Background: an optimization exercise with open tools, aiming at small area and a short achievable clock period. Do not read the settings as production practice.
The RTL was checked by simulation tests, not by an equivalence proof against the original design.
Power and IR drop assume default switching activity.

== before ==
==> flow/design.v <==
module lc3_dmem_bit (
   input  logic q,
   input  logic keep,
   input  logic din,
   input  logic we,
   output logic d
);
   assign d = (q & keep) | (din & we);
endmodule
module lc3_dmem_rd3 (
   input  logic s0, b0,
   input  logic s1, b1,
   input  logic s2, b2,
   output logic y_n
);
   assign y_n = !((s0 & b0) | (s1 & b1) | (s2 & b2));
endmodule
module lc3_dmem_responder #(
   parameter int unsigned ADDR_W      = 8,
   parameter int unsigned DATA_W      = 16,
   parameter int unsigned WAIT_CYCLES = 1
) (
   input  logic              clock,
   input  logic              reset,
   input  logic              Data_req,
   input  logic              Data_rd,
   input  logic [15:0]       Data_addr,
   input  logic [DATA_W-1:0] Data_din,
   output logic [DATA_W-1:0] Data_dout,
   output logic              complete_data,
   output logic              busy,
   output logic              access_err
);
   localparam int unsigned DEPTH = 2 ** ADDR_W;    
   localparam int unsigned NQ    = 8;              
   localparam int unsigned QW    = DEPTH / NQ;     
   localparam int unsigned NG    = QW / 3;         
   logic              s1_q, s2_q, busy_q, comp_q, err_q;
   logic              accept_c;
   logic              rd1_q, ok1_q, rd2_q, ok2_q;
   logic [DEPTH-1:0]  sel_q;
   logic [DATA_W-1:0] din_q;
   logic              wr_c, hold_c;
   logic [DATA_W-1:0] dout_q;
   logic [DATA_W-1:0] part_q [NQ];
   logic [DATA_W-1:0] part_c [NQ];
   logic [DATA_W-1:0] rdata_c;
   logic [DATA_W-1:0] word_q [DEPTH];
   assign accept_c = reset && Data_req && !busy_q;
   always_ff @(posedge clock) begin
      s1_q   <= accept_c;
      s2_q   <= reset && s1_q;
      busy_q <= accept_c || (reset && s1_q);
      comp_q <= reset && s2_q;
      err_q  <= reset && s2_q && !ok2_q;
   end
   always_ff @(posedge clock) begin
      rd1_q <= Data_rd;
      ok1_q <= (Data_addr[15:8] == 8'h00);
      din_q <= Data_din;
      for (int w = 0; w < DEPTH; w++) begin
         sel_q[w] <= (Data_addr[7:0] == 8'(w));
      end
      rd2_q <= rd1_q;
      ok2_q <= ok1_q;
   end
   assign wr_c   = reset && s1_q && !rd1_q && ok1_q;
   assign hold_c = !reset || !s1_q || rd1_q || !ok1_q;
   for (genvar w = 0; w < DEPTH; w++) begin : g_word
      logic              we_c, keep_c;
      logic [DATA_W-1:0] d_c;
      assign we_c   = wr_c && sel_q[w];
      assign keep_c = hold_c || !sel_q[w];
      for (genvar b = 0; b < DATA_W; b++) begin : g_bit
         lc3_dmem_bit u_bit (
            .q(word_q[w][b]), .keep(keep_c), .din(din_q[b]), .we(we_c),
            .d(d_c[b])
         );
      end
      always_ff @(posedge clock) begin
         word_q[w] <= d_c;
      end
   end
   for (genvar q = 0; q < NQ; q++) begin : g_part
      for (genvar b = 0; b < DATA_W; b++) begin : g_bit
         logic [NG-1:0] grp_n;
         for (genvar g = 0; g < NG; g++) begin : g_grp
            localparam int unsigned W = q * QW + 3 * g;
            lc3_dmem_rd3 u_rd (
               .s0(sel_q[W]),     .b0(word_q[W][b]),
               .s1(sel_q[W + 1]), .b1(word_q[W + 1][b]),
               .s2(sel_q[W + 2]), .b2(word_q[W + 2][b]),
               .y_n(grp_n[g])
            );
         end
         assign part_c[q][b] = !(&grp_n) ||
                               (sel_q[q * QW + QW - 2] && word_q[q * QW + QW - 2][b]) ||
                               (sel_q[q * QW + QW - 1] && word_q[q * QW + QW - 1][b]);
      end
   end
   always_ff @(posedge clock) begin
      for (int q = 0; q < NQ; q++) begin
         part_q[q] <= part_c[q];
      end
   end
   always_comb begin
      rdata_c = '0;
      for (int q = 0; q < NQ; q++) begin
         rdata_c = rdata_c | part_q[q];
      end
   end
   always_ff @(posedge clock) begin
      if (!reset) begin
         dout_q <= '0;
      end else if (s2_q && rd2_q) begin
         dout_q <= ok2_q ? rdata_c : '0;
      end
   end
   assign Data_dout     = dout_q;
   assign complete_data = comp_q;
   assign busy          = busy_q;
   assign access_err    = err_q;
endmodule
export LEC_CHECK = 0
export CAP_MARGIN = 20
export CORE_MARGIN = 2
export CORE_UTILIZATION = 60
export SETUP_SLACK_MARGIN = 3.0
export SLEW_MARGIN = 20
export SYNTH_HIERARCHICAL = 1
export SYNTH_MINIMUM_KEEP_SIZE = 0
create_clock -name core_clock -period 5.5 [get_ports {clock}]
standard.sh (not shown) runs the stock make flow with config.mk's settings and CLKGATE_MAP_FILE= SYNTH_SCRIPT=/design/flow/synth_recipe.tcl, a recipe that flattens the netlist after the stock synthesis.
==> flow/flow/run.sh <==
#!/bin/bash
# Standard layout, with the clock tree built from larger sink clusters and
# without dummy loads on the leaf buffers.
set -e
export CTS_ARGS="-sink_clustering_enable -repair_clock_nets -sink_clustering_size 30 -sink_clustering_max_diameter 60 -dont_use_dummy_load"
bash standard.sh > standard.log 2>&1
The flow did not stop early for before: all stages ran, and the layout cleared the timing, DRC and antenna checks.
The inputs of after differ from those of before as listed below.
-- flow/flow/run.sh --
<<< before, line 3
# without dummy loads on the leaf buffers.
>>> after, line 3
# without dummy loads on the leaf buffers, and port buffers of the buf family
# (so that repair can size them).
<<< before, line 6
>>> after, line 7
export BUFFER_PORTS_ARGS="-buffer_cell sky130_fd_sc_hd__buf_4"
### Flow results
Changes observed in after relative to before: count of clock-net buffers in the final layout saw a decrease; wire length saw a decrease; design area saw a decrease.
Compared after against before; overall power after layout within noise.
Diff before -> after: critical path data required time down 0.08 ns, global-route track usage on met3 up 0.25 points.
before was routed with more vias than after.
Going from before to after, final routed wire length divided by cell count shrinks by about 1.1%.

static timing again, ports no longer ideal:
No port has a modelled driver above. Below, the same layouts with a new extraction and two added sets of constraints. Step 1: set_driving_cell puts a clkbuf_16 on clock and a buf_2 on each other input, an assumption about the parent block. Step 2, shift: input delay + t, output delay - t, t = (earliest + latest rising clock arrival at the registers) / 2. This alone moves slack from input paths to output paths. a / b / c = ideal / step 1 / step 2; a / b = the first two.
run	shift t [ns]	setup slack, ns	slew at the worst register clock pin (ns)
before	0.984	2.828 / 2.828 / 2.008	0.12 / 0.12
after	0.997	2.811 / 2.811 / 2.042	0.12 / 0.12
After both steps every run listed still meets setup and hold. For before, which loses most, drivers alone change the setup slack by 0.000 ns; drivers and shift together by -0.820 ns.
